Context: an optimization exercise on an open-source flow, tuned for small area, a short achievable clock period and few clock cycles per item. The choices shown serve that exercise and are no tape-out recipe. The RTL was checked by simulation tests, not by an equivalence proof against the original design.

## the baseline
// oflow_match
module oflow_match (
	input  logic        clk,
	input  logic        reset_N,
	input  logic        start,
	input  logic        hist_we,
	input  logic [1:0]  hist_addr,
	input  logic [9:0]  hist_x_tl,
	input  logic [9:0]  hist_y_tl,
	input  logic [9:0]  hist_x_br,
	input  logic [9:0]  hist_y_br,
	input  logic [9:0]  cur_x_tl,
	input  logic [9:0]  cur_y_tl,
	input  logic [9:0]  cur_x_br,
	input  logic [9:0]  cur_y_br,
	output logic        done,
	output logic        busy,
	output logic [1:0]  best_idx,
	output logic [15:0] best_cost,
	output logic        no_match
);
For scale: roughly 4700 cells after synthesis, roughly 420 flip-flops, ~110 I/O pins.
Settings: LEC_CHECK=0, CAP_MARGIN=20, CORE_MARGIN=2, CORE_UTILIZATION=40, SETUP_SLACK_MARGIN=1.0, SLEW_MARGIN=20, TNS_END_PERCENT=100; clock period 9.0 ns.
run.sh (not shown) runs the stock make flow with config.mk's settings and CLKGATE_MAP_FILE= SYNTH_SCRIPT=/design/flow/synth_recipe.tcl, a recipe that flattens the netlist after the stock synthesis.
Testbench counts of the baseline, summed over its fixed seeds: cycles 4,034, runs 512.
Modified inputs, the candidate compared to the baseline
- SETUP_SLACK_MARGIN: 1.0 -> 2.0
[summary]
The flow did not stop early for the candidate: all stages ran, and the layout cleared the timing, design-rule and antenna checks.
input port to flop as the path type of the worst setup path was reported by the baseline, and flop to flop by the candidate.
The baseline reports its uppermost signal routing layer after detailed routing as met4 while the candidate reports met5.
Against the baseline as the reference, the candidate delivers a higher sequential cell area.
The number of DRC markers after the initial detailed-route iteration of the candidate is lower than that of the baseline.
Relative to the baseline, final critical path time including I/O delays and setup has decreased by 0.69 ns in the candidate.
The baseline reports its timing startpoint of the critical path as cur_y_br[6] while the candidate reports r1_ih[1].

Setup of P:
Starting RTL as in the previous note.
export LEC_CHECK = 0
export CAP_MARGIN = 20
export CORE_MARGIN = 2
export CORE_UTILIZATION = 40
export SETUP_SLACK_MARGIN = 2.5
export SLEW_MARGIN = 20
export TNS_END_PERCENT = 100
create_clock -name core_clock -period 9.0 [get_ports {clk}]
Testbench counts of P, summed over its fixed seeds: cycles 4,034, runs 512.
Here is what was changed in the inputs of Q compared with P.
- SETUP_SLACK_MARGIN no longer set, was 2.5
- TNS_END_PERCENT no longer set, was 100
==> comparison <==
Higher top achievable clock speed was reported by P, not Q. On setup slack, the higher figure sits with P, not Q. Placement-stage worst setup slack (higher): P. Every run (Q and P) finished clean. Side by side, shortest period the worst path allows turned out higher in Q than in P. P → Q: ratio of final minimum period to clock period increased by 13 points relative to the old numbers, clock buffer count in the final layout decreased by 8 relative to the old numbers, final non-filler cell area decreased by 8.2% relative to the old numbers. Non-clock buffer count (lower): Q.

oflow_match, a different RTL version from the one above (not shown whole).
For scale: ~4600 cells after synthesis, ~110 I/O pins, about 42000 um^2 of cells after synthesis.
clock: 9.0 ns
lec_check: 0
cap_margin: 20
core_margin: 2
core_utilization: 40
setup_slack_margin: 2.5
slew_margin: 20
tns_end_percent: 100
Testbench counts at the start, summed over its fixed seeds: cycles 4,034, runs 512.
Rerun with:
--- a/flow/config.mk
+++ b/flow/config.mk
@@ -9,5 +9,5 @@
 export CORE_MARGIN = 2
 export CORE_UTILIZATION = 40
-export SETUP_SLACK_MARGIN = 2.5
+export SETUP_SLACK_MARGIN = 2.25
 export SLEW_MARGIN = 20
 export TNS_END_PERCENT = 100
- non-clock buffer count shrinks by 79
- final area shrinks by about 3.4%
- core utilization shrinks by 1.6 points
- die area stays the same
- setup slack degrades by 0.14 ns
- global-route usage shrinks by 0.18 points
- clock skew shrinks by 0.050 ns
- sequential share of layout area grows by 0.73 points
- wire length shrinks by about 1.7%
Rerun with:
--- a/flow/config.mk
+++ b/flow/config.mk
@@ -6,8 +6,8 @@
 export NUM_CORES = 4
 export LEC_CHECK = 0
-export CAP_MARGIN = 20
+export CAP_MARGIN = 10
 export CORE_MARGIN = 2
 export CORE_UTILIZATION = 40
 export SETUP_SLACK_MARGIN = 2.25
-export SLEW_MARGIN = 20
+export SLEW_MARGIN = 10
 export TNS_END_PERCENT = 100
After rerunning: The new run produced a clean layout. Hold slack stays the same. Sequential share of layout area does not change. Fmax is unchanged. Global-route usage does not change. Clock-buffer cell count does not change. Worst setup slack stays the same. Synthesized area does not change. Wire length is unchanged. Design area stays the same.
Rerun with:
--- a/flow/config.mk
+++ b/flow/config.mk
@@ -6,8 +6,8 @@
 export NUM_CORES = 4
 export LEC_CHECK = 0
-export CAP_MARGIN = 10
+export CAP_MARGIN = 20
 export CORE_MARGIN = 2
 export CORE_UTILIZATION = 40
-export SETUP_SLACK_MARGIN = 2.25
-export SLEW_MARGIN = 10
+export SETUP_SLACK_MARGIN = 2.0
+export SLEW_MARGIN = 20
 export TNS_END_PERCENT = 100
=> The changed run ran to the end with no violations; sequential cell count stays the same; setup slack loses 0.13 ns; cell count fell slightly; fmax goes down slightly.

what the ideal ports hide:
The results above use ideal ports. As a check the final layouts listed here were re-extracted and re-timed, cells and wires unchanged. Step 1 (the two cells are an assumption about what drives the block):
set clk [get_ports {clk}]
set_driving_cell -lib_cell sky130_fd_sc_hd__clkbuf_16 $clk
set_driving_cell -lib_cell sky130_fd_sc_hd__buf_2 [delete_from_list [all_inputs] $clk]
Step 2 also shifts input and output timing later by t, the mid clock arrival at the registers, as if the neighbouring blocks saw the same clock. a / b / c = ideal ports / drivers / drivers and shift; a / b = the first two.
run	t (ns)	slack for setup (ns)	worst hold slack (ns)	slew at the worst register clock pin (ns)	worst slew at a driven data input, ns
the baseline	0.660	1.407 / 1.359 / 0.792	0.328 / 0.328 / 0.328	0.07 / 0.07	0.09
the candidate	0.690	2.094 / 2.094 / 1.546	0.332 / 0.332 / 0.332	0.07 / 0.07	0.06
P	0.669	2.180 / 2.180 / 1.943	0.326 / 0.326 / 0.326	0.07 / 0.07	0.15
Q	0.660	1.037 / 1.037 / 0.713	0.328 / 0.328 / 0.328	0.07 / 0.07	0.09
the first run of note 3	0.696	2.437 / 2.437 / 2.020	0.378 / 0.378 / 0.378	0.07 / 0.07	0.11
the second run of note 3	0.685	2.296 / 2.296 / 1.700	0.328 / 0.328 / 0.328	0.07 / 0.07	0.14
the third run of note 3	0.685	2.296 / 2.296 / 1.700	0.328 / 0.328 / 0.328	0.07 / 0.07	0.14
the fourth run of note 3	0.669	2.165 / 2.145 / 1.476	0.331 / 0.331 / 0.331	0.07 / 0.07	0.15
After both steps setup and hold are still met in every run listed. For the fourth run of note 3, which loses most, drivers alone change the setup slack by -0.020 ns; drivers and shift together by -0.689 ns.
